Context: an optimization exercise on an open-source flow, tuned for small area. The choices shown serve that exercise and are no tape-out recipe.
In this exercise RTL edits were held to simulation tests only and were not proved equivalent to the original.

==> flow/config.mk <==
export PLATFORM = sky130hd
export DESIGN_NAME = snakeArenaTop
export DESIGN_NICKNAME = snakeArenaTop
export VERILOG_FILES = /design/flow/design.v
export SDC_FILE = /design/flow/constraint.sdc
export NUM_CORES = 4
export LEC_CHECK = 0
export CAP_MARGIN = 20
export CORE_MARGIN = 2
export CORE_UTILIZATION = 40
export SLEW_MARGIN = 20
export SYNTH_HIERARCHICAL = 1
==> flow/constraint.sdc <==
create_clock -name core_clock -period 14.0 [get_ports {vga_clk}]
set_input_delay 2.8000 -clock core_clock [delete_from_list [all_inputs] [get_ports {vga_clk}]]
set_output_delay 2.8000 -clock core_clock [all_outputs]
set_load 0.01 [all_outputs]
==> flow/design.v <==
package snakeArenaPkg;
	typedef logic [9:0] coordT;
	typedef logic [1:0] healthT;
	typedef union packed {
		struct packed {
			logic [3:0] red;
			logic [3:0] green;
			logic [3:0] blue;
		} ch;
		logic [11:0] raw;
	} pixelColor;
	localparam int SPRITE_HALF = 12;
	localparam logic [11:0] TRANSPARENT_KEY = 12'hF0F;
	localparam int HEART_HALF = 8;
	localparam coordT HEART_ROW_Y = 10'd470;
	localparam int NUM_HEARTS = 3;
	localparam logic [29:0] HEART1_X = {10'd43, 10'd28, 10'd13};
	localparam logic [29:0] HEART2_X = {10'd627, 10'd612, 10'd597};
	localparam logic [11:0] HEART_COLOR = 12'hF00;
	localparam logic [11:0] VENOM_COLOR = 12'h000;
endpackage
`timescale 1ns/1ps
import snakeArenaPkg::*;
module spriteHitTest #(
	parameter int NUM_VENOMS = 3
) (
	input  snakeArenaPkg::coordT     drawX,
	input  snakeArenaPkg::coordT     drawY,
	input  snakeArenaPkg::coordT     snake1X,
	input  snakeArenaPkg::coordT     snake1Y,
	input  snakeArenaPkg::coordT     snake2X,
	input  snakeArenaPkg::coordT     snake2Y,
	input  logic [NUM_VENOMS*10-1:0]     venomX,
	input  logic [NUM_VENOMS*10-1:0]     venomY,
	input  logic [NUM_VENOMS*10-1:0]     venomR,
	input  logic [NUM_VENOMS-1:0] venomActive,
	input  snakeArenaPkg::pixelColor snake1Pixel,
	input  snakeArenaPkg::pixelColor snake2Pixel,
	output logic      snake1On,
	output logic      snake2On,
	output logic [NUM_VENOMS-1:0] venomOn
);
	snakeArenaPkg::coordT nx;
	snakeArenaPkg::coordT ny;
	assign nx = ~drawX;
	assign ny = ~drawY;
	logic s1x, s1y, s2x, s2y;
	headAxis i_s1x (.np(nx), .c(snake1X), .near(s1x));
	headAxis i_s1y (.np(ny), .c(snake1Y), .near(s1y));
	headAxis i_s2x (.np(nx), .c(snake2X), .near(s2x));
	headAxis i_s2y (.np(ny), .c(snake2Y), .near(s2y));
	assign snake1On = s1x && s1y && (snake1Pixel.raw != TRANSPARENT_KEY);
	assign snake2On = s2x && s2y && (snake2Pixel.raw != TRANSPARENT_KEY);
	for (genvar i = 0; i < NUM_VENOMS; i++) begin : gVenom
		logic hit;
		venomCircle i_circle (
			.nx(nx), .ny(ny),
			.cx(venomX[10*i +: 10]), .cy(venomY[10*i +: 10]), .r(venomR[10*i +: 10]),
			.hit(hit)
		);
		assign venomOn[i] = venomActive[i] && hit;
	end
endmodule
module headAxis (
	input  logic [9:0] np,
	input  logic [9:0] c,
	output logic       near
);
	logic [10:1] k;
	logic [9:0] d;
	logic neg;
	assign d[0] = ~(c[0] ^ np[0]);
	assign k[1] = c[0] | np[0];
	for (genvar i = 1; i < 10; i++) begin : gBit
		fullAdd u_fa (.a(c[i]), .b(np[i]), .c(k[i]), .s(d[i]), .co(k[i+1]));
	end
	assign neg = ~k[10];
	assign near = neg ? ((&d[9:4]) && (d[3:0] >= 4'd5)) :
		(~(|d[9:4]) && (d[3:0] <= 4'd12));
endmodule
module fullAdd (
	input  logic a,
	input  logic b,
	input  logic c,
	output logic s,
	output logic co
);
	assign s = a ^ b ^ c;
	assign co = (a & b) | (a & c) | (b & c);
endmodule
module venomCircle (
	input  logic [9:0] nx,
	input  logic [9:0] ny,
	input  logic [9:0] cx,
	input  logic [9:0] cy,
	input  logic [9:0] r,
	output logic       hit
);
	logic tx_1;
	logic kx_2;
	logic fs3;
	logic fc4;
	logic fs5;
	logic fc6;
	logic fs7;
	logic fc8;
	logic fs9;
	logic fc10;
	logic fs11;
	logic fc12;
	logic fs13;
	logic fc14;
	logic fs15;
	logic fc16;
	logic fs17;
	logic fc18;
	logic fs19;
	logic fc20;
	logic ty_21;
	logic ky_22;
	logic fs23;
	logic fc24;
	logic fs25;
	logic fc26;
	logic fs27;
	logic fc28;
	logic fs29;
	logic fc30;
	logic fs31;
	logic fc32;
	logic fs33;
	logic fc34;
	logic fs35;
	logic fc36;
	logic fs37;
	logic fc38;
	logic fs39;
	logic fc40;
	logic mc41;
	logic fs42;
	logic fc43;
	logic fs44;
	logic fc45;
	logic fs46;
	logic fc47;
	logic fs48;
	logic fc49;
	logic fs50;
	logic fc51;
	logic fs52;
	logic fc53;
	logic fs54;
	logic fc55;
	logic fs56;
	logic fc57;
	logic fs58;
	logic fc59;
	logic fs60;
	logic fc61;
	logic fs62;
	logic fc63;
	logic fs64;
	logic fc65;
	logic fs66;
	logic fc67;
	logic fs68;
	logic fc69;
	logic fs70;
	logic fc71;
	logic fs72;
	logic fc73;
	logic fs74;
	logic fc75;
	logic fs76;
	logic fc77;
	logic fs78;
	logic fc79;
	logic fs80;
	logic fc81;
	logic fs82;
	logic fc83;
	logic fs84;
	logic fc85;
	logic fs86;
	logic fc87;
	logic fs88;
	logic fc89;
	logic fs90;
	logic fc91;
	logic fs92;
	logic fc93;
	logic fs94;
	logic fc95;
	logic fs96;
	logic fc97;
	logic fs98;
	logic fc99;
	logic fs100;
	logic fc101;
	logic fs102;
	logic fc103;
	logic fs104;
	logic fc105;
	logic fs106;
	logic fc107;
	logic fs108;
	logic fc109;
	logic fs110;
	logic fc111;
	logic fs112;
	logic fc113;
	logic fs114;
	logic fc115;
	logic fs116;
	logic fc117;
	logic fs118;
	logic fc119;
	logic fs120;
	logic fc121;
	logic fs122;
	logic fc123;
	logic fs124;
	logic fc125;
	logic fs126;
	logic fc127;
	logic fs128;
	logic fc129;
	logic fs130;
	logic fc131;
	logic fs132;
	logic fc133;
	logic fs134;
	logic fc135;
	logic fs136;
	logic fc137;
	logic fs138;
	logic fc139;
	logic fs140;
	logic fc141;
	logic fs142;
	logic fc143;
	logic fs144;
	logic fc145;
	logic fs146;
	logic fc147;
	logic fs148;
	logic fc149;
	logic fs150;
	logic fc151;
	logic fs152;
	logic fc153;
	logic fs154;
	logic fc155;
	logic fs156;
	logic fc157;
	logic fs158;
	logic fc159;
	logic fs160;
	logic fc161;
	logic fs162;
	logic fc163;
	logic fs164;
	logic fc165;
	logic fs166;
	logic fc167;
	logic fs168;
	logic fc169;
	logic fs170;
	logic fc171;
	logic fs172;
	logic fc173;
	logic fs174;
	logic fc175;
	logic fs176;
	logic fc177;
	logic fs178;
	logic fc179;
	logic fs180;
	logic fc181;
	logic fs182;
	logic fc183;
	logic fs184;
	logic fc185;
	logic fs186;
	logic fc187;
	logic fs188;
	logic fc189;
	logic fs190;
	logic fc191;
	logic fs192;
	logic fc193;
	logic fs194;
	logic fc195;
	logic fs196;
	logic fc197;
	logic fs198;
	logic fc199;
	logic fs200;
	logic fc201;
	logic fs202;
	logic fc203;
	logic fs204;
	logic fc205;
	logic fs206;
	logic fc207;
	logic fs208;
	logic fc209;
	logic fs210;
	logic fc211;
	logic fs212;
	logic fc213;
	logic fs214;
	logic fc215;
	logic fs216;
	logic fc217;
	logic fs218;
	logic fc219;
	logic mc220;
	logic fs221;
	logic fc222;
	logic fs223;
	logic fc224;
	logic fs225;
	logic fc226;
	logic fs227;
	logic fc228;
	logic fs229;
	logic fc230;
	logic fs231;
	logic fc232;
	logic fs233;
	logic fc234;
	logic fs235;
	logic fc236;
	logic fs237;
	logic fc238;
	logic fs239;
	logic fc240;
	logic fs241;
	logic fc242;
	logic fs243;
	logic fc244;
	logic fs245;
	logic fc246;
	logic fs247;
	logic fc248;
	logic fs249;
	logic fc250;
	logic ac251;
	logic fs252;
	logic fc253;
	logic fs254;
	logic fc255;
	logic fs256;
	logic fc257;
	logic fs258;
	logic fc259;
	logic fs260;
	logic fc261;
	logic fs262;
	logic fc263;
	logic fs264;
	logic fc265;
	logic fs266;
	logic fc267;
	logic fs268;
	logic fc269;
	logic fs270;
	logic fc271;
	logic fs272;
	logic fc273;
	logic fs274;
	logic fc275;
	logic mc276;
	logic fs277;
	logic fc278;
	logic fs279;
	logic fc280;
	logic fs281;
	logic fc282;
	logic fs283;
	logic fc284;
	logic fs285;
	logic fc286;
	logic fs287;
	logic fc288;
	logic fs289;
	logic fc290;
	logic fs291;
	logic fc292;
	logic fs293;
	logic fc294;
	logic fs295;
	logic fc296;
	logic fs297;
	logic fc298;
	logic fs299;
	logic fc300;
	logic mc301;
	logic fs302;
	logic fc303;
	logic fs304;
	logic fc305;
	logic fs306;
	logic fc307;
	logic fs308;
	logic fc309;
	logic fs310;
	logic fc311;
	logic fs312;
	logic fc313;
	logic fs314;
	logic fc315;
	logic fs316;
	logic fc317;
	logic fs318;
	logic fc319;
	logic mc320;
	logic fs321;
	logic fc322;
	logic fs323;
	logic fc324;
	logic fs325;
	logic fc326;
	logic fs327;
	logic fc328;
	logic fs329;
	logic fc330;
	logic fs331;
	logic fc332;
	logic fs333;
	logic fc334;
	logic fs335;
	logic fc336;
	logic fs337;
	logic fc338;
	logic mc339;
	logic fs340;
	logic fc341;
	logic fs342;
	logic fc343;
	logic fs344;
	logic fc345;
	logic fs346;
	logic fc347;
	logic fs348;
	logic fc349;
	logic fs350;
	logic fc351;
	logic mc352;
	logic fs353;
	logic fc354;
	logic fs355;
	logic fc356;
	logic fs357;
	logic fc358;
	logic fs359;
	logic fc360;
	logic fs361;
	logic fc362;
	logic fs363;
	logic fc364;
	logic mc365;
	logic fs366;
	logic fc367;
	logic fs368;
	logic fc369;
	logic fs370;
	logic fc371;
	logic mc372;
	logic fs373;
	logic fc374;
	logic fs375;
	logic fc376;
	logic ac377;
	logic s378;
	assign tx_1 = ~(cx[0] ^ nx[0]);
	assign kx_2 = cx[0] | nx[0];
	fullAdd u4 (.a(cx[1]), .b(nx[1]), .c(kx_2), .s(fs3), .co(fc4));
	fullAdd u6 (.a(cx[2]), .b(nx[2]), .c(fc4), .s(fs5), .co(fc6));
	fullAdd u8 (.a(cx[3]), .b(nx[3]), .c(fc6), .s(fs7), .co(fc8));
	fullAdd u10 (.a(cx[4]), .b(nx[4]), .c(fc8), .s(fs9), .co(fc10));
	fullAdd u12 (.a(cx[5]), .b(nx[5]), .c(fc10), .s(fs11), .co(fc12));
	fullAdd u14 (.a(cx[6]), .b(nx[6]), .c(fc12), .s(fs13), .co(fc14));
	fullAdd u16 (.a(cx[7]), .b(nx[7]), .c(fc14), .s(fs15), .co(fc16));
	fullAdd u18 (.a(cx[8]), .b(nx[8]), .c(fc16), .s(fs17), .co(fc18));
	fullAdd u20 (.a(cx[9]), .b(nx[9]), .c(fc18), .s(fs19), .co(fc20));
	assign ty_21 = ~(cy[0] ^ ny[0]);
	assign ky_22 = cy[0] | ny[0];
	fullAdd u24 (.a(cy[1]), .b(ny[1]), .c(ky_22), .s(fs23), .co(fc24));
	fullAdd u26 (.a(cy[2]), .b(ny[2]), .c(fc24), .s(fs25), .co(fc26));
	fullAdd u28 (.a(cy[3]), .b(ny[3]), .c(fc26), .s(fs27), .co(fc28));
	fullAdd u30 (.a(cy[4]), .b(ny[4]), .c(fc28), .s(fs29), .co(fc30));
	fullAdd u32 (.a(cy[5]), .b(ny[5]), .c(fc30), .s(fs31), .co(fc32));
	fullAdd u34 (.a(cy[6]), .b(ny[6]), .c(fc32), .s(fs33), .co(fc34));
	fullAdd u36 (.a(cy[7]), .b(ny[7]), .c(fc34), .s(fs35), .co(fc36));
	fullAdd u38 (.a(cy[8]), .b(ny[8]), .c(fc36), .s(fs37), .co(fc38));
	fullAdd u40 (.a(cy[9]), .b(ny[9]), .c(fc38), .s(fs39), .co(fc40));
	assign mc41 = (r[0] & ~(tx_1)) | (r[0] & ~(ty_21)) | (~(tx_1) & ~(ty_21));
	fullAdd u43 (.a(r[1]), .b((r[0] & r[1])), .c(mc41), .s(fs42), .co(fc43));
	fullAdd u45 (.a(~(fs3)), .b(~(fs23)), .c(~((tx_1 & fs3))), .s(fs44), .co(fc45));
	fullAdd u47 (.a(~((ty_21 & fs23))), .b(fs42), .c(fs44), .s(fs46), .co(fc47));
	fullAdd u49 (.a((r[0] & r[2])), .b(fc43), .c(~((tx_1 & fs5))), .s(fs48), .co(fc49));
	fullAdd u51 (.a(~((ty_21 & fs25))), .b(fc45), .c(fc47), .s(fs50), .co(fc51));
	fullAdd u53 (.a(fs46), .b(fs48), .c(fs50), .s(fs52), .co(fc53));
	fullAdd u55 (.a(r[2]), .b((r[0] & r[3])), .c((r[1] & r[2])), .s(fs54), .co(fc55));
	fullAdd u57 (.a(fs54), .b(~(fs5)), .c(~(fs25)), .s(fs56), .co(fc57));
	fullAdd u59 (.a(~((fs3 & fs5))), .b(~((fs23 & fs25))), .c(fs56), .s(fs58), .co(fc59));
	fullAdd u61 (.a(~((tx_1 & fs7))), .b(~((ty_21 & fs27))), .c(fc49), .s(fs60), .co(fc61));
	fullAdd u63 (.a(fs58), .b(fc51), .c(fs60), .s(fs62), .co(fc63));
	fullAdd u65 (.a(fc53), .b(fs52), .c(fs62), .s(fs64), .co(fc65));
	fullAdd u67 (.a((r[0] & r[4])), .b((r[1] & r[3])), .c(fc55), .s(fs66), .co(fc67));
	fullAdd u69 (.a(fs66), .b(fc57), .c(~((fs3 & fs7))), .s(fs68), .co(fc69));
	fullAdd u71 (.a(~((fs23 & fs27))), .b(fc59), .c(~((tx_1 & fs9))), .s(fs70), .co(fc71));
	fullAdd u73 (.a(~((ty_21 & fs29))), .b(fc61), .c(fs68), .s(fs72), .co(fc73));
	fullAdd u75 (.a(fc63), .b(fs70), .c(fs72), .s(fs74), .co(fc75));
	fullAdd u77 (.a(fc65), .b(fs64), .c(fs74), .s(fs76), .co(fc77));
	fullAdd u79 (.a(r[3]), .b((r[0] & r[5])), .c((r[1] & r[4])), .s(fs78), .co(fc79));
	fullAdd u81 (.a((r[2] & r[3])), .b(fs78), .c(fc67), .s(fs80), .co(fc81));
	fullAdd u83 (.a(fs80), .b(~(fs7)), .c(~(fs27)), .s(fs82), .co(fc83));
	fullAdd u85 (.a(~((fs5 & fs7))), .b(~((fs25 & fs27))), .c(fs82), .s(fs84), .co(fc85));
	fullAdd u87 (.a(~((fs3 & fs9))), .b(~((fs23 & fs29))), .c(fc69), .s(fs86), .co(fc87));
	fullAdd u89 (.a(fs84), .b(~((tx_1 & fs11))), .c(~((ty_21 & fs31))), .s(fs88), .co(fc89));
	fullAdd u91 (.a(fc71), .b(fc73), .c(fs86), .s(fs90), .co(fc91));
	fullAdd u93 (.a(fc75), .b(fs88), .c(fs90), .s(fs92), .co(fc93));
	fullAdd u95 (.a(fc77), .b(fs76), .c(fs92), .s(fs94), .co(fc95));
	fullAdd u97 (.a((r[0] & r[6])), .b((r[1] & r[5])), .c((r[2] & r[4])), .s(fs96), .co(fc97));
	fullAdd u99 (.a(fc79), .b(fs96), .c(fc81), .s(fs98), .co(fc99));
	fullAdd u101 (.a(fs98), .b(fc83), .c(~((fs5 & fs9))), .s(fs100), .co(fc101));
	fullAdd u103 (.a(~((fs25 & fs29))), .b(fc85), .c(~((fs3 & fs11))), .s(fs102), .co(fc103));
	fullAdd u105 (.a(~((fs23 & fs31))), .b(fc87), .c(fs100), .s(fs104), .co(fc105));
	fullAdd u107 (.a(~((tx_1 & fs13))), .b(~((ty_21 & fs33))), .c(fc89), .s(fs106), .co(fc107));
	fullAdd u109 (.a(fc91), .b(fs102), .c(fs104), .s(fs108), .co(fc109));
	fullAdd u111 (.a(fc93), .b(fs106), .c(fs108), .s(fs110), .co(fc111));
	fullAdd u113 (.a(fc95), .b(fs94), .c(fs110), .s(fs112), .co(fc113));
	fullAdd u115 (.a(r[4]), .b((r[0] & r[7])), .c((r[1] & r[6])), .s(fs114), .co(fc115));
	fullAdd u117 (.a((r[2] & r[5])), .b((r[3] & r[4])), .c(fc97), .s(fs116), .co(fc117));
	fullAdd u119 (.a(fs114), .b(fs116), .c(fc99), .s(fs118), .co(fc119));
	fullAdd u121 (.a(~(fs9)), .b(~(fs29)), .c(~((fs7 & fs9))), .s(fs120), .co(fc121));
	fullAdd u123 (.a(~((fs27 & fs29))), .b(fs118), .c(~((fs5 & fs11))), .s(fs122), .co(fc123));
	fullAdd u125 (.a(~((fs25 & fs31))), .b(fc101), .c(fs120), .s(fs124), .co(fc125));
	fullAdd u127 (.a(~((fs3 & fs13))), .b(~((fs23 & fs33))), .c(fc103), .s(fs126), .co(fc127));
	fullAdd u129 (.a(fc105), .b(fs122), .c(fs124), .s(fs128), .co(fc129));
	fullAdd u131 (.a(~((tx_1 & fs15))), .b(~((ty_21 & fs35))), .c(fc107), .s(fs130), .co(fc131));
	fullAdd u133 (.a(fc109), .b(fs126), .c(fs128), .s(fs132), .co(fc133));
	fullAdd u135 (.a(fc111), .b(fs130), .c(fs132), .s(fs134), .co(fc135));
	fullAdd u137 (.a(fc113), .b(fs112), .c(fs134), .s(fs136), .co(fc137));
	fullAdd u139 (.a((r[0] & r[8])), .b((r[1] & r[7])), .c((r[2] & r[6])), .s(fs138), .co(fc139));
	fullAdd u141 (.a((r[3] & r[5])), .b(fc115), .c(fs138), .s(fs140), .co(fc141));
	fullAdd u143 (.a(fc117), .b(fs140), .c(fc119), .s(fs142), .co(fc143));
	fullAdd u145 (.a(~((fs7 & fs11))), .b(~((fs27 & fs31))), .c(fc121), .s(fs144), .co(fc145));
	fullAdd u147 (.a(fs142), .b(~((fs5 & fs13))), .c(~((fs25 & fs33))), .s(fs146), .co(fc147));
	fullAdd u149 (.a(fc123), .b(fc125), .c(fs144), .s(fs148), .co(fc149));
	fullAdd u151 (.a(~((fs3 & fs15))), .b(~((fs23 & fs35))), .c(fc127), .s(fs150), .co(fc151));
	fullAdd u153 (.a(fc129), .b(fs146), .c(fs148), .s(fs152), .co(fc153));
	fullAdd u155 (.a(~((tx_1 & fs17))), .b(~((ty_21 & fs37))), .c(fc131), .s(fs154), .co(fc155));
	fullAdd u157 (.a(fc133), .b(fs150), .c(fs152), .s(fs156), .co(fc157));
	fullAdd u159 (.a(fc135), .b(fs154), .c(fs156), .s(fs158), .co(fc159));
	fullAdd u161 (.a(fc137), .b(fs136), .c(fs158), .s(fs160), .co(fc161));
	fullAdd u163 (.a(r[5]), .b((r[0] & r[9])), .c((r[1] & r[8])), .s(fs162), .co(fc163));
	fullAdd u165 (.a((r[2] & r[7])), .b((r[3] & r[6])), .c((r[4] & r[5])), .s(fs164), .co(fc165));
	fullAdd u167 (.a(fc139), .b(fs162), .c(fs164), .s(fs166), .co(fc167));
	fullAdd u169 (.a(fc141), .b(fs166), .c(~(fs11)), .s(fs168), .co(fc169));
	fullAdd u171 (.a(~(fs31)), .b(~((fs9 & fs11))), .c(~((fs29 & fs31))), .s(fs170), .co(fc171));
	fullAdd u173 (.a(fc143), .b(fs168), .c(~((fs7 & fs13))), .s(fs172), .co(fc173));
	fullAdd u175 (.a(~((fs27 & fs33))), .b(fc145), .c(fs170), .s(fs174), .co(fc175));
	fullAdd u177 (.a(~((fs5 & fs15))), .b(~((fs25 & fs35))), .c(fc147), .s(fs176), .co(fc177));
	fullAdd u179 (.a(fc149), .b(fs172), .c(fs174), .s(fs178), .co(fc179));
	fullAdd u181 (.a(~((fs3 & fs17))), .b(~((fs23 & fs37))), .c(fc151), .s(fs180), .co(fc181));
	fullAdd u183 (.a(fc153), .b(fs176), .c(fs178), .s(fs182), .co(fc183));
	fullAdd u185 (.a(~((tx_1 & fs19))), .b(~((ty_21 & fs39))), .c(fc155), .s(fs184), .co(fc185));
	fullAdd u187 (.a(fc157), .b(fs180), .c(fs182), .s(fs186), .co(fc187));
	fullAdd u189 (.a(fc159), .b(fs184), .c(fs186), .s(fs188), .co(fc189));
	fullAdd u191 (.a(fc161), .b(fs160), .c(fs188), .s(fs190), .co(fc191));
	fullAdd u193 (.a((r[1] & r[9])), .b((r[2] & r[8])), .c((r[3] & r[7])), .s(fs192), .co(fc193));
	fullAdd u195 (.a((r[4] & r[6])), .b(fc163), .c(fc165), .s(fs194), .co(fc195));
	fullAdd u197 (.a(fs192), .b(fc167), .c(fs194), .s(fs196), .co(fc197));
	fullAdd u199 (.a(fs196), .b(fc169), .c(~((fs9 & fs13))), .s(fs198), .co(fc199));
	fullAdd u201 (.a(~((fs29 & fs33))), .b(fc171), .c(~((fs7 & fs15))), .s(fs200), .co(fc201));
	fullAdd u203 (.a(~((fs27 & fs35))), .b(fc173), .c(fc175), .s(fs202), .co(fc203));
	fullAdd u205 (.a(fs198), .b(~((fs5 & fs17))), .c(~((fs25 & fs37))), .s(fs204), .co(fc205));
	fullAdd u207 (.a(fc177), .b(fc179), .c(fs200), .s(fs206), .co(fc207));
	fullAdd u209 (.a(fs202), .b(~((fs3 & fs19))), .c((~fc20 & tx_1)), .s(fs208), .co(fc209));
	fullAdd u211 (.a(~((fs23 & fs39))), .b((~fc40 & ty_21)), .c(fc181), .s(fs210), .co(fc211));
	fullAdd u213 (.a(fc183), .b(fs204), .c(fs206), .s(fs212), .co(fc213));
	fullAdd u215 (.a(fc185), .b(fc187), .c(fs208), .s(fs214), .co(fc215));
	fullAdd u217 (.a(fs210), .b(fs212), .c(fc189), .s(fs216), .co(fc217));
	fullAdd u219 (.a(fs214), .b(fc191), .c(fs190), .s(fs218), .co(fc219));
	assign mc220 = fs216 | fs218;
	fullAdd u222 (.a(r[6]), .b((r[2] & r[9])), .c((r[3] & r[8])), .s(fs221), .co(fc222));
	fullAdd u224 (.a((r[4] & r[7])), .b((r[5] & r[6])), .c(fc193), .s(fs223), .co(fc224));
	fullAdd u226 (.a(fs221), .b(fc195), .c(fs223), .s(fs225), .co(fc226));
	fullAdd u228 (.a(fc197), .b(fs225), .c(~(fs13)), .s(fs227), .co(fc228));
	fullAdd u230 (.a(~(fs33)), .b(~((fs11 & fs13))), .c(~((fs31 & fs33))), .s(fs229), .co(fc230));
	fullAdd u232 (.a(fs227), .b(~((fs9 & fs15))), .c(~((fs29 & fs35))), .s(fs231), .co(fc232));
	fullAdd u234 (.a(fc199), .b(fs229), .c(~((fs7 & fs17))), .s(fs233), .co(fc234));
	fullAdd u236 (.a(~((fs27 & fs37))), .b(fc201), .c(fc203), .s(fs235), .co(fc236));
	fullAdd u238 (.a(fs231), .b(~((fs5 & fs19))), .c((~fc20 & fs3)), .s(fs237), .co(fc238));
	fullAdd u240 (.a(~((fs25 & fs39))), .b((~fc40 & fs23)), .c(fc205), .s(fs239), .co(fc240));
	fullAdd u242 (.a(fc207), .b(fs233), .c(fs235), .s(fs241), .co(fc242));
	fullAdd u244 (.a(fc209), .b(fc211), .c(fc213), .s(fs243), .co(fc244));
	fullAdd u246 (.a(fs237), .b(fs239), .c(fs241), .s(fs245), .co(fc246));
	fullAdd u248 (.a(fc215), .b(fs243), .c(fs245), .s(fs247), .co(fc248));
	fullAdd u250 (.a(fc217), .b(fs247), .c(fc219), .s(fs249), .co(fc250));
	assign ac251 = mc220 & fs249;
	fullAdd u253 (.a((r[3] & r[9])), .b((r[4] & r[8])), .c((r[5] & r[7])), .s(fs252), .co(fc253));
	fullAdd u255 (.a(fc222), .b(fs252), .c(fc224), .s(fs254), .co(fc255));
	fullAdd u257 (.a(fc226), .b(fs254), .c(fc228), .s(fs256), .co(fc257));
	fullAdd u259 (.a(~((fs11 & fs15))), .b(~((fs31 & fs35))), .c(fc230), .s(fs258), .co(fc259));
	fullAdd u261 (.a(fs256), .b(~((fs9 & fs17))), .c(~((fs29 & fs37))), .s(fs260), .co(fc261));
	fullAdd u263 (.a(fc232), .b(fs258), .c(~((fs7 & fs19))), .s(fs262), .co(fc263));
	fullAdd u265 (.a((~fc20 & fs5)), .b(~((fs27 & fs39))), .c((~fc40 & fs25)), .s(fs264), .co(fc265));
	fullAdd u267 (.a(fc234), .b(fc236), .c(fs260), .s(fs266), .co(fc267));
	fullAdd u269 (.a(fc238), .b(fc240), .c(fc242), .s(fs268), .co(fc269));
	fullAdd u271 (.a(fs262), .b(fs264), .c(fs266), .s(fs270), .co(fc271));
	fullAdd u273 (.a(fc244), .b(fc246), .c(fs268), .s(fs272), .co(fc273));
	fullAdd u275 (.a(fs270), .b(fc248), .c(fs272), .s(fs274), .co(fc275));
	assign mc276 = (fs274 & fc250) | (fs274 & ac251) | (fc250 & ac251);
	fullAdd u278 (.a(r[7]), .b((r[4] & r[9])), .c((r[5] & r[8])), .s(fs277), .co(fc278));
	fullAdd u280 (.a((r[6] & r[7])), .b(fc253), .c(fs277), .s(fs279), .co(fc280));
	fullAdd u282 (.a(fs279), .b(fc255), .c(~(fs15)), .s(fs281), .co(fc282));
	fullAdd u284 (.a(~(fs35)), .b(~((fs13 & fs15))), .c(~((fs33 & fs35))), .s(fs283), .co(fc284));
	fullAdd u286 (.a(fc257), .b(fs281), .c(~((fs11 & fs17))), .s(fs285), .co(fc286));
	fullAdd u288 (.a(~((fs31 & fs37))), .b(fc259), .c(fs283), .s(fs287), .co(fc288));
	fullAdd u290 (.a(~((fs9 & fs19))), .b((~fc20 & fs7)), .c(~((fs29 & fs39))), .s(fs289), .co(fc290));
	fullAdd u292 (.a((~fc40 & fs27)), .b(fc261), .c(fs285), .s(fs291), .co(fc292));
	fullAdd u294 (.a(fs287), .b(fc263), .c(fc265), .s(fs293), .co(fc294));
	fullAdd u296 (.a(fc267), .b(fs289), .c(fs291), .s(fs295), .co(fc296));
	fullAdd u298 (.a(fc269), .b(fc271), .c(fs293), .s(fs297), .co(fc298));
	fullAdd u300 (.a(fs295), .b(fc273), .c(fs297), .s(fs299), .co(fc300));
	assign mc301 = (fc275 & fs299) | (fc275 & mc276) | (fs299 & mc276);
	fullAdd u303 (.a((r[5] & r[9])), .b((r[6] & r[8])), .c(fc278), .s(fs302), .co(fc303));
	fullAdd u305 (.a(fc280), .b(fs302), .c(fc282), .s(fs304), .co(fc305));
	fullAdd u307 (.a(~((fs13 & fs17))), .b(~((fs33 & fs37))), .c(fc284), .s(fs306), .co(fc307));
	fullAdd u309 (.a(fs304), .b(~((fs11 & fs19))), .c((~fc20 & fs9)), .s(fs308), .co(fc309));
	fullAdd u311 (.a(~((fs31 & fs39))), .b((~fc40 & fs29)), .c(fc286), .s(fs310), .co(fc311));
	fullAdd u313 (.a(fc288), .b(fs306), .c(fc290), .s(fs312), .co(fc313));
	fullAdd u315 (.a(fc292), .b(fs308), .c(fs310), .s(fs314), .co(fc315));
	fullAdd u317 (.a(fc294), .b(fc296), .c(fs312), .s(fs316), .co(fc317));
	fullAdd u319 (.a(fs314), .b(fc298), .c(fs316), .s(fs318), .co(fc319));
	assign mc320 = (fc300 & fs318) | (fc300 & mc301) | (fs318 & mc301);
	fullAdd u322 (.a(r[8]), .b((r[6] & r[9])), .c((r[7] & r[8])), .s(fs321), .co(fc322));
	fullAdd u324 (.a(fs321), .b(fc303), .c(~(fs17)), .s(fs323), .co(fc324));
	fullAdd u326 (.a(~(fs37)), .b(~((fs15 & fs17))), .c(~((fs35 & fs37))), .s(fs325), .co(fc326));
	fullAdd u328 (.a(fc305), .b(fs323), .c(~((fs13 & fs19))), .s(fs327), .co(fc328));
	fullAdd u330 (.a((~fc20 & fs11)), .b(~((fs33 & fs39))), .c((~fc40 & fs31)), .s(fs329), .co(fc330));
	fullAdd u332 (.a(fc307), .b(fs325), .c(fc309), .s(fs331), .co(fc332));
	fullAdd u334 (.a(fc311), .b(fs327), .c(fs329), .s(fs333), .co(fc334));
	fullAdd u336 (.a(fc313), .b(fc315), .c(fs331), .s(fs335), .co(fc336));
	fullAdd u338 (.a(fs333), .b(fc317), .c(fs335), .s(fs337), .co(fc338));
	assign mc339 = (fc319 & fs337) | (fc319 & mc320) | (fs337 & mc320);
	fullAdd u341 (.a((r[7] & r[9])), .b(fc322), .c(fc324), .s(fs340), .co(fc341));
	fullAdd u343 (.a(~((fs15 & fs19))), .b((~fc20 & fs13)), .c(~((fs35 & fs39))), .s(fs342), .co(fc343));
	fullAdd u345 (.a((~fc40 & fs33)), .b(fc326), .c(fs340), .s(fs344), .co(fc345));
	fullAdd u347 (.a(fc328), .b(fc330), .c(fs342), .s(fs346), .co(fc347));
	fullAdd u349 (.a(fs344), .b(fc332), .c(fc334), .s(fs348), .co(fc349));
	fullAdd u351 (.a(fs346), .b(fc336), .c(fs348), .s(fs350), .co(fc351));
	assign mc352 = (fc338 & fs350) | (fc338 & mc339) | (fs350 & mc339);
	fullAdd u354 (.a(r[9]), .b((r[8] & r[9])), .c(~(fs19)), .s(fs353), .co(fc354));
	fullAdd u356 (.a(~(fs39)), .b(~((fs17 & fs19))), .c((~fc20 & fs15)), .s(fs355), .co(fc356));
	fullAdd u358 (.a(~((fs37 & fs39))), .b((~fc40 & fs35)), .c(fc341), .s(fs357), .co(fc358));
	fullAdd u360 (.a(fs353), .b(fc343), .c(fs355), .s(fs359), .co(fc360));
	fullAdd u362 (.a(fc345), .b(fs357), .c(fc347), .s(fs361), .co(fc362));
	fullAdd u364 (.a(fs359), .b(fc349), .c(fs361), .s(fs363), .co(fc364));
	assign mc365 = (fc351 & fs363) | (fc351 & mc352) | (fs363 & mc352);
	fullAdd u367 (.a((~fc20 & fs17)), .b((~fc40 & fs37)), .c(fc354), .s(fs366), .co(fc367));
	fullAdd u369 (.a(fc356), .b(fc358), .c(fs366), .s(fs368), .co(fc369));
	fullAdd u371 (.a(fc360), .b(fs368), .c(fc362), .s(fs370), .co(fc371));
	assign mc372 = (fc364 & fs370) | (fc364 & mc365) | (fs370 & mc365);
	fullAdd u374 (.a(~((~fc20 & ~fs19))), .b(~((~fc40 & ~fs39))), .c(fc367), .s(fs373), .co(fc374));
	fullAdd u376 (.a(fc369), .b(fs373), .c(fc371), .s(fs375), .co(fc376));
	assign ac377 = fs375 & mc372;
	assign s378 = 1'b1 ^ fc374 ^ fc376 ^ ac377;
	assign hit = s378;
endmodule
`timescale 1ns/1ps
import snakeArenaPkg::*;
module healthTracker #(
	parameter int MAX_HEALTH = 3
) (
	input  snakeArenaPkg::coordT  drawX,
	input  snakeArenaPkg::coordT  drawY,
	input  logic   snake2On,
	input  logic   venomOn,
	input  logic   hitLatch,
	input  snakeArenaPkg::healthT snake2Health,
	input  logic   snake1Won,
	output logic   hitLatchNext,
	output snakeArenaPkg::healthT snake2HealthNext,
	output logic   snake1WonNext
);
	logic hitNow;
	logic frameStart;
	logic lose;
	assign hitNow = snake2On && venomOn;
	assign frameStart = (drawX == '0) && (drawY == '0);
	assign hitLatchNext = frameStart ? hitNow : (hitLatch || hitNow);
	assign lose = frameStart && hitLatch && (snake2Health != '0);
	assign snake2HealthNext = lose ? snake2Health - 1'b1 : snake2Health;
	assign snake1WonNext = snake1Won || (lose && (snake2Health == snakeArenaPkg::healthT'(1)));
endmodule
`timescale 1ns/1ps
import snakeArenaPkg::*;
module heartOverlay #(
	parameter int MAX_HEALTH = 3
) (
	input  snakeArenaPkg::coordT  drawX,
	input  snakeArenaPkg::coordT  drawY,
	input  snakeArenaPkg::healthT snake2Health,
	output logic   heartOn
);
	logic rowOn;
	logic p1On;
	logic p2On;
	assign rowOn = (drawY >= 10'd462) && (drawY <= 10'd478);
	assign p1On = (drawX >= 10'd5) && (drawX <= 10'd51);
	assign p2On = (drawX >= 10'd589) && (drawX <= 10'd635) && (
		(snake2Health == 2'd3) ||
		(snake2Health[1] && (drawX >= 10'd604)) ||
		((snake2Health != 2'd0) && (drawX >= 10'd619)));
	assign heartOn = rowOn && (p1On || p2On);
endmodule
`timescale 1ns/1ps
import snakeArenaPkg::*;
module pixelCompositor (
	input  logic       blank,
	input  snakeArenaPkg::pixelColor  bgPixel,
	input  snakeArenaPkg::pixelColor  snake1Pixel,
	input  snakeArenaPkg::pixelColor  snake2Pixel,
	input  logic       snake1On,
	input  logic       snake2On,
	input  logic       venomOn,
	input  logic       heartOn,
	output snakeArenaPkg::pixelColor  nextPix
);
	always_comb begin
		if (!blank) begin
			nextPix.raw = '0;
		end else if (heartOn) begin
			nextPix.raw = HEART_COLOR;
		end else if (venomOn) begin
			nextPix.raw = VENOM_COLOR;
		end else if (snake1On) begin
			nextPix = snake1Pixel;
		end else if (snake2On) begin
			nextPix = snake2Pixel;
		end else begin
			nextPix = bgPixel;
		end
	end
endmodule
`timescale 1ns/1ps
import snakeArenaPkg::*;
module snakeArenaTop #(
	parameter int NUM_VENOMS = 3,
	parameter int MAX_HEALTH = 3
) (
	input  logic       vga_clk,
	input  logic       rstN,
	input  snakeArenaPkg::coordT      drawX,
	input  snakeArenaPkg::coordT      drawY,
	input  logic       blank,
	input  snakeArenaPkg::coordT      snake1X,
	input  snakeArenaPkg::coordT      snake1Y,
	input  snakeArenaPkg::coordT      snake2X,
	input  snakeArenaPkg::coordT      snake2Y,
	input  logic [NUM_VENOMS*10-1:0]      venomX,
	input  logic [NUM_VENOMS*10-1:0]      venomY,
	input  logic [NUM_VENOMS*10-1:0]      venomR,
	input  logic [NUM_VENOMS-1:0] venomActive,
	input  snakeArenaPkg::pixelColor  bgPixel,
	input  snakeArenaPkg::pixelColor  snake1Pixel,
	input  snakeArenaPkg::pixelColor  snake2Pixel,
	output logic [3:0] red,
	output logic [3:0] green,
	output logic [3:0] blue,
	output snakeArenaPkg::healthT     snake2Health,
	output logic       snake1Won
);
	logic snake1On;
	logic snake2On;
	logic [NUM_VENOMS-1:0] venomOn;
	logic heartOn;
	spriteHitTest #(
		.NUM_VENOMS(NUM_VENOMS)
	) i_spriteHitTest (
		.drawX(drawX), .drawY(drawY),
		.snake1X(snake1X), .snake1Y(snake1Y),
		.snake2X(snake2X), .snake2Y(snake2Y),
		.venomX(venomX), .venomY(venomY), .venomR(venomR),
		.venomActive(venomActive),
		.snake1Pixel(snake1Pixel), .snake2Pixel(snake2Pixel),
		.snake1On(snake1On), .snake2On(snake2On), .venomOn(venomOn)
	);
	logic anyVenom;
	assign anyVenom = |venomOn;
	logic hitLatch;
	logic hitLatchNext;
	snakeArenaPkg::healthT snake2HealthNext;
	logic snake1WonNext;
	healthTracker #(
		.MAX_HEALTH(MAX_HEALTH)
	) i_healthTracker (
		.drawX(drawX), .drawY(drawY),
		.snake2On(snake2On), .venomOn(anyVenom),
		.hitLatch(hitLatch), .snake2Health(snake2Health), .snake1Won(snake1Won),
		.hitLatchNext(hitLatchNext), .snake2HealthNext(snake2HealthNext),
		.snake1WonNext(snake1WonNext)
	);
	always_ff @(posedge vga_clk or negedge rstN) begin
		if (!rstN) begin
			hitLatch <= 1'b0;
			snake2Health <= snakeArenaPkg::healthT'(MAX_HEALTH);
			snake1Won <= 1'b0;
		end else begin
			hitLatch <= hitLatchNext;
			snake2Health <= snake2HealthNext;
			snake1Won <= snake1WonNext;
		end
	end
	heartOverlay #(
		.MAX_HEALTH(MAX_HEALTH)
	) i_heartOverlay (
		.drawX(drawX), .drawY(drawY),
		.snake2Health(snake2Health), .heartOn(heartOn)
	);
	snakeArenaPkg::pixelColor nextPix;
	snakeArenaPkg::pixelColor outPix;
	pixelCompositor i_pixelCompositor (
		.blank(blank),
		.bgPixel(bgPixel), .snake1Pixel(snake1Pixel), .snake2Pixel(snake2Pixel),
		.snake1On(snake1On), .snake2On(snake2On), .venomOn(anyVenom), .heartOn(heartOn),
		.nextPix(nextPix)
	);
	always_ff @(posedge vga_clk or negedge rstN) begin
		if (!rstN) begin
			outPix.raw <= '0;
		end else begin
			outPix <= nextPix;
		end
	end
	assign red = outPix.ch.red;
	assign green = outPix.ch.green;
	assign blue = outPix.ch.blue;
endmodule
==> flow/flow/run.sh <==
#!/bin/bash
# The standard layout, with each port buffered by the smallest buffer
# (buf_1) instead of the one buffer_ports picks by default.
set -euo pipefail
export BUFFER_PORTS_ARGS="-buffer_cell sky130_fd_sc_hd__buf_1"
bash standard.sh > standard.log 2>&1
==> flow/standard.sh <==
#!/bin/bash
# synth_recipe.tcl (not shown) runs the flow's synth.tcl, then flattens the netlist and writes it again
# the make line also repeats each setting of config.mk as NAME=value (left out here)
make -C /OpenROAD-flow-scripts/flow DESIGN_CONFIG=/design/flow/config.mk WORK_HOME=/design/flow/orfs CLKGATE_MAP_FILE= SYNTH_SCRIPT=/design/flow/synth_recipe.tcl "${@:-finish}"
==> results of run 1 <==
==> cells by family after synthesis <==
family                   after synthesis  synth area share [%]
flip-flops                            16                  2.45
AND/OR/NAND/NOR                      558                  17.1
XOR/XNOR                               4                 0.213
AO/OA/AOI/OAI                         79                  3.62
multiplexers                          13                 0.851
adder cells (fa/ha/maj)              598                  71.7
buffers and inverters                175                  4.04
==> modules after synthesis (local to each module, per instance), excerpt <==
| module | times used | cells | flops+latches | cell area [µm²] |
|---|---|---|---|---|
| fullAdd | 579 | 1 | 0 | 20.0 |
| snakeArenaTop | 1 | 17 | 16 | 409 |
| venomCircle | 3 | 228 | 0 | 1100 |
| pixelCompositor | 1 | 42 | 0 | 365 |
| headAxis | 4 | 13 | 0 | 81.3 |
==> worst paths after layout <==
| check | start | end | depth (start not counted) |
|---|---|---|---|
| max | drawX[0] | outPix[7]$_DFF_PN0_ | 28 |
| min | snake1Won$_DFF_PN0_ | snake1Won$_DFF_PN0_ | 1 |
| max reg2reg | snake2Health[0]$_DFF_PN1_ | outPix[7]$_DFF_PN0_ | 6 |
| min reg2reg | snake1Won$_DFF_PN0_ | snake1Won$_DFF_PN0_ | 1 |
| max in group asynchronous | rstN | hitLatch$_DFF_PN0_ | 1 |
| min in group asynchronous | rstN | outPix[5]$_DFF_PN0_ | 1 |
==> flip-flops by register name (all words and copies together), names as in the netlist <==
| register | flops |
|---|---|
| snake2Health | 2 |
| hitLatch | 1 |
| snake1Won | 1 |
| outPix | 12 |
==> synthesized netlist by cell type (5+ instances only) <==
library cell,n
mux2i_1,5
o211a_1,8
and2_1,138
buf_1,6
inv_1,106
nor3_1,7
ha_1,12
mux2_2,8
or2_2,9
o211ai_1,5
clkbuf_1,60
o22ai_1,7
nand3_1,6
nand2_1,234
nand2b_1,66
a21oi_1,12
nor2_1,60
o21ai_0,15
dfrtp_1,14
fa_1,579
nand4b_1,5
and3_1,6
==> cell type report <==
| type | instances | area, µm² | area share (%) |
|---|---|---|---|
| tap | 532 | 666 | 3.75 |
| clock buffer | 4 | 78.8 | 0.444 |
| timing repair buffer | 208 | 788 | 4.44 |
| sequential | 16 | 403 | 2.27 |
| multi-input combinational | 1252 | 15400 | 86.8 |
| inverter | 107 | 402 | 2.26 |
==> routing by layer <==
layer | part of all wire (%) | vias to the layer above | global-route usage [%]
met5 | 0.12 | - | 0
met2 | 53 | 355 | 41.0
met1 | 39 | 6058 | 30.0
li1 | - | 4707 | -
met3 | 5.9 | 55 | 3.59
met4 | 2.3 | 8 | 4.51
==> stage by stage <==
stage / area (µm²)
6_report: 17700
3_3_place_gp: 17700
4_1_cts: 17700
5_1_grt: 17700
3_5_place_dp: 17700
2_1_floorplan: 16500
==> reports/qor.csv, run 1 <==
stage,metric,value,unit
outcome,status,no timing/DRC/antenna violations,
clocking,cts_resized,0,
placed_design,dp_hpwl,40.2,mm
detailed_routing,drcViolationCount,0,
critical_path,crit_type,primary input to register,
timing,setup_viol,0,
critical_path,cp.arrival,13.03,ns
critical_path,critPathTopFamily,adder cells,
floorplan,fp-row-count,74,
placed_design,place_congestion,0.907,
critical_path,cp_num_buf_inv,5,
finish,antennaDiodeCount,0,
logic_synthesis,synth_ff_type,dfrtp_1,
floorplan,die_h,207,µm
detailed_routing,routed-via-count,11183,
finish,drive_gt1_share,2.14,%
floorplan,io-pin-count,207,
clocking,cts.sinks,16,
timing,period_share,91.7,%
placed_design,place_ws,0.845,ns
critical_path,endpoint_kind,register,
logic_synthesis,synth.distinct_cells,58,
clocking,cts_tree,built,
grt,grt_max_degree,20,
grt,antenna_found_initial,4,
timing,worstMarginPinSlew,0.975,ns
floorplan,initial_core_util,40.4,%
timing,worst_slack,1.16,ns
clocking,insertion_delay,0.25,ns
logic_synthesis,synth_area_leader_cell,fa_1,
job,drv_cap,0,
logic_synthesis,ys_top_cells_by_area,"fa_1 (70%), nand2_1 (5.3%), and2_1 (5.2%)",
finish,layout_common_cells,"fa_1 (579), nand2_1 (234), buf_1 (206), and2_1 (138), inv_1 (106)",
logic_synthesis,syn-cell-area,16500,µm²
clocking,htreeDepth,1,
worst_hold_path,hold_path.class,register to register,
detailed_routing,vias_per_cell,5.28,
timing,slew_headroom,35.0,%
floorplan,core,40700,µm²
logic_synthesis,synth-edff-count,0,
floorplan,die_width,207,µm
critical_path,cp_slowest_cell,fa_1,
finish,final_common_cell,fa_1,
timing,finalHoldViolCount,0,
logic_synthesis,seq_area_frac_synth,2.45,%
detailed_routing,first_pass_iters,5,
critical_path,critPathLaunchType,primary input,
logic_synthesis,synth.top_cell.area_share,70.4,%
detailed_routing,wl_per_cell,21.6,µm
critical_path,crit_fanout,10,
critical_path,reg2reg_slack,12.14,ns
finish,nets,2371,
timing,grt_setup_unrepaired,no,
timing,slew_viol_final,0,
logic_synthesis,synth_seq_cells,16,
finish,nFillCells,3927,
logic_synthesis,syn-num-nets,2226,
clocking,cts-buffers-inserted,3,
clocking,cts_setup_buffers,0,
logic_synthesis,postSynth.asyncResetShare,100,%
critical_path,path_common_cell,fa_1,
floorplan,dieArea,42800,µm²
clocking,clkTransAtPathRegs,0.05,ns
critical_path,worstPathRequired,14.18,ns
finish,fin_util,43.5,%
timing,whs,0.465,ns
clocking,cts_root_buf,clkbuf_16,
detailed_routing,ant_nets,0,
finish,area_delta_synth_final,7.70,%
critical_path,slowest_delay,0.76,ns
grt,grt_overflow_total,0,
detailed_routing,drt-initial-drc-count,507,
placed_design,dp.cells,2115,
timing,tns,0,ns
timing,fin_crit,12.84,ns
grt,grt_pass1_wl,73.4,mm
finish,fin_cells,2119,
placed_design,portBuffers,206,
timing,fmax,0.0779,GHz
clocking,clockBufferDepth,2,
timing,skew,0.00553,ns
grt,grt_util_all_layers,23.0,%
logic_synthesis,syn_inst,1443,
grt,grt_pass1_vias,13152,
logic_synthesis,yosys_warnings,8,
logic_synthesis,syn_avg_cell_area,11.4,µm²
clocking,postCtsHoldBufs,0,
detailed_routing,wirelength,45.8,mm
==> inputs of run 2 (changes only) <==
==> flow/run.sh (new file) <==
#!/bin/bash
# synth_recipe.tcl (not shown) runs the flow's synth.tcl, then flattens the netlist and writes it again
# the make line also repeats each setting of config.mk as NAME=value (left out here)
make -C /OpenROAD-flow-scripts/flow DESIGN_CONFIG=/design/flow/config.mk WORK_HOME=/design/flow/orfs CLKGATE_MAP_FILE= SYNTH_SCRIPT=/design/flow/synth_recipe.tcl finish
removed: flow/flow/run.sh
removed: flow/standard.sh
==> reports/qor.csv, run 2 <==
stage,metric,value,unit
detailed_routing,routed-via-count,11188,
finish,area_delta_synth_final,16.0,%
grt,grt_pass1_wl,72.7,mm
clocking,cts.sinks,16,
finish,layout_common_cells,"fa_1 (579), nand2_1 (234), clkdlybuf4s50_1 (206), and2_1 (138), inv_1 (106)",
critical_path,crit_fanout,10,
timing,skew,0.00440,ns
clocking,cts-buffers-inserted,3,
clocking,clockBufferDepth,2,
critical_path,endpoint_kind,register,
timing,period_share,93.7,%
logic_synthesis,synth_area_leader_cell,fa_1,
grt,antenna_found_initial,6,
critical_path,slowest_delay,0.77,ns
floorplan,io-pin-count,207,
finish,top_regs,"outPix x12, snake2Health x2",
logic_synthesis,syn_inst,1443,
detailed_routing,ant_nets,0,
placed_design,place_congestion,0.880,
detailed_routing,vias_per_cell,5.26,
grt,grt_overflow_total,0,
timing,tns,0,ns
finish,stdcell_area,19100,µm²
grt,grt_util_all_layers,22.7,%
critical_path,worstPathRequired,14.18,ns
logic_synthesis,syn-cell-area,16500,µm²
critical_path,critPathLaunchType,primary input,
clocking,cts_resized,0,
detailed_routing,drt-initial-drc-count,571,
clocking,insertion_delay,0.24,ns
detailed_routing,first_pass_iters,5,
timing,fmax,0.0762,GHz
logic_synthesis,yosysMostFrequentCell,fa_1,
critical_path,cp.arrival,13.30,ns
floorplan,dieArea,42800,µm²
detailed_routing,drcViolationCount,0,
job,drv_cap,0,
floorplan,initial_core_util,40.4,%
floorplan,die_h,207,µm
outcome,status,no timing/DRC/antenna violations,
timing,setup_viol,0,
logic_synthesis,ys_top_cells_by_area,"fa_1 (70%), nand2_1 (5.3%), and2_1 (5.2%)",
placed_design,portBuffers,206,
finish,nets,2379,
clocking,clkTransAtPathRegs,0.05,ns
detailed_routing,wirelength,45.3,mm
worst_hold_path,hold_path.class,register to register,
critical_path,crit_type,primary input to register,
timing,slew_viol_final,0,
clocking,postCtsHoldBufs,0,
finish,final_common_cell,fa_1,
floorplan,die_width,207,µm
finish,largest_reg_flops,12,
floorplan,core,40700,µm²
placed_design,place_ws,0.570,ns
clocking,htreeDepth,1,
logic_synthesis,synth-edff-count,0,
logic_synthesis,synth_ff_type,dfrtp_1,
finish,top_register,outPix,
critical_path,path_common_cell,fa_1,
floorplan,fp-row-count,74,
placed_design,dp_hpwl,39.5,mm
timing,worstMarginPinSlew,0.728,ns
placed_design,placed_cell_area,19000,µm²
timing,worst_slack,0.885,ns
clocking,cts_setup_buffers,0,
logic_synthesis,synth_seq_cells,16,
timing,whs,0.460,ns
timing,slew_headroom,51.5,%
finish,drive_gt1_share,2.70,%
logic_synthesis,synth_commonest_cells,"fa_1 (579), nand2_1 (234), and2_1 (138), inv_1 (106), nand2b_1 (66)",
logic_synthesis,synth.top_cell.area_share,70.4,%
timing,finalHoldViolCount,0,
logic_synthesis,syn-num-nets,2226,
clocking,cts_root_buf,clkbuf_16,
logic_synthesis,syn_avg_cell_area,11.4,µm²
logic_synthesis,seq_area_frac_synth,2.45,%
critical_path,cp_slowest_cell,fa_1,
logic_synthesis,synth.distinct_cells,58,
detailed_routing,wl_per_cell,21.3,µm
logic_synthesis,yosys_warnings,8,
logic_synthesis,postSynth.asyncResetShare,100,%
timing,fin_crit,13.12,ns
grt,grt_pass1_vias,13156,
timing,grt_setup_unrepaired,no,
clocking,cts_tree,built,
critical_path,reg2reg_slack,12.17,ns
grt,grt_max_degree,20,
run 2: path summary, 6_finish.rpt:
check | startpoint | end | cells past startpoint
setup / recovery | drawX[0] | outPix[2]$_DFF_PN0_ | 28
setup reg to reg | snake2Health[0]$_DFF_PN1_ | outPix[2]$_DFF_PN0_ | 6
hold reg to reg | snake1Won$_DFF_PN0_ | snake1Won$_DFF_PN0_ | 1
min in group asynchronous | rstN | outPix[5]$_DFF_PN0_ | 1
max in group asynchronous | rstN | hitLatch$_DFF_PN0_ | 1
hold / removal | snake1Won$_DFF_PN0_ | snake1Won$_DFF_PN0_ | 1
run 2: per-stage QoR:
stage,util (%),instances
2_1_floorplan,-,1443
3_3_place_gp,46.7,2123
5_1_grt,46.9,2127
3_5_place_dp,46.7,2123
6_report,46.9,2129
4_1_cts,46.9,2127
run 2: critical path: cells and delay by family:
kind / cells / cell delay (ns)
adders and majority gates: 16 / 7.45
and+or+nand+nor: 3 / 1.14
buffers and inverters: 5 / 1.08
AOI/OAI and AO/OA: 4 / 0.82
run 2: kinds of logic after synthesis:
family | share of synthesized area, %
adders and majority gates | 71.7
and+or+nand+nor | 17.1
buffers and inverters | 4.04
AOI/OAI and AO/OA | 3.62
DFF | 2.45
muxes | 0.851
xor gates and xnor gates | 0.213
run 2: per-layer routing:
| metal | wire length, µm | vias up | track usage [%] |
|---|---|---|---|
| li1 | - | 4732 | - |
| met1 | 17900 | 6055 | 29.8 |
| met2 | 23000 | 320 | 39.0 |
| met3 | 2780 | 73 | 3.72 |
| met4 | 1570 | 8 | 6.64 |
| met5 | 57 | - | 0 |
run 2: layout make-up:
type	count	area, µm²
inverters	107	402
fillers	3797	21600
flip-flops and latches	16	403
repair buffers	216	2140
diodes	2	5.00
well taps	532	666
clock buffers	4	88.8
multi-input cells	1252	15400
run 2: per-module statistics from Yosys, one instance, submodules excluded, a selection:
module           cells inside  area (µm²)  flops+latches  copies in the design
venomCircle               228        1100              0                     3
pixelCompositor            42         365              0                     1
headAxis                   13        81.3              0                     4
fullAdd                     1        20.0              0                   579
snakeArenaTop              17         409             16                     1

==> separate check: timing with driven ports <==
The flow's constraints put no driver on any port. The routed layouts listed below were extracted and timed again, unchanged, in two steps.
Step 1: set_driving_cell puts a clkbuf_16 on vga_clk and a buf_2 on each other input, an assumption about the parent block.
Step 2 adds t to the input delays and takes it off the output delays; t is the mean of the earliest and latest rising clock arrival at the registers after step 1. Input paths then give back, and output paths get back, about the clock's delay inside the block.
Three values: ideal, step 1, step 2; two values: the first two.
| run | shift t [ns] | setup WS [ns] | worst data-port slew with drivers (ns) | pins driven straight from the clock port |
|---|---|---|---|---|
| run 1 | 0.273 | 1.156 / 1.157 / 0.885 | 0.11 | 1 |
| run 2 | 0.272 | 0.885 / 0.877 / 0.605 | 0.10 | 1 |
After both steps setup and hold are still met in every run listed. The setup slack of run 2, which loses most, moves by -0.008 ns with the drivers and by -0.280 ns with both steps.
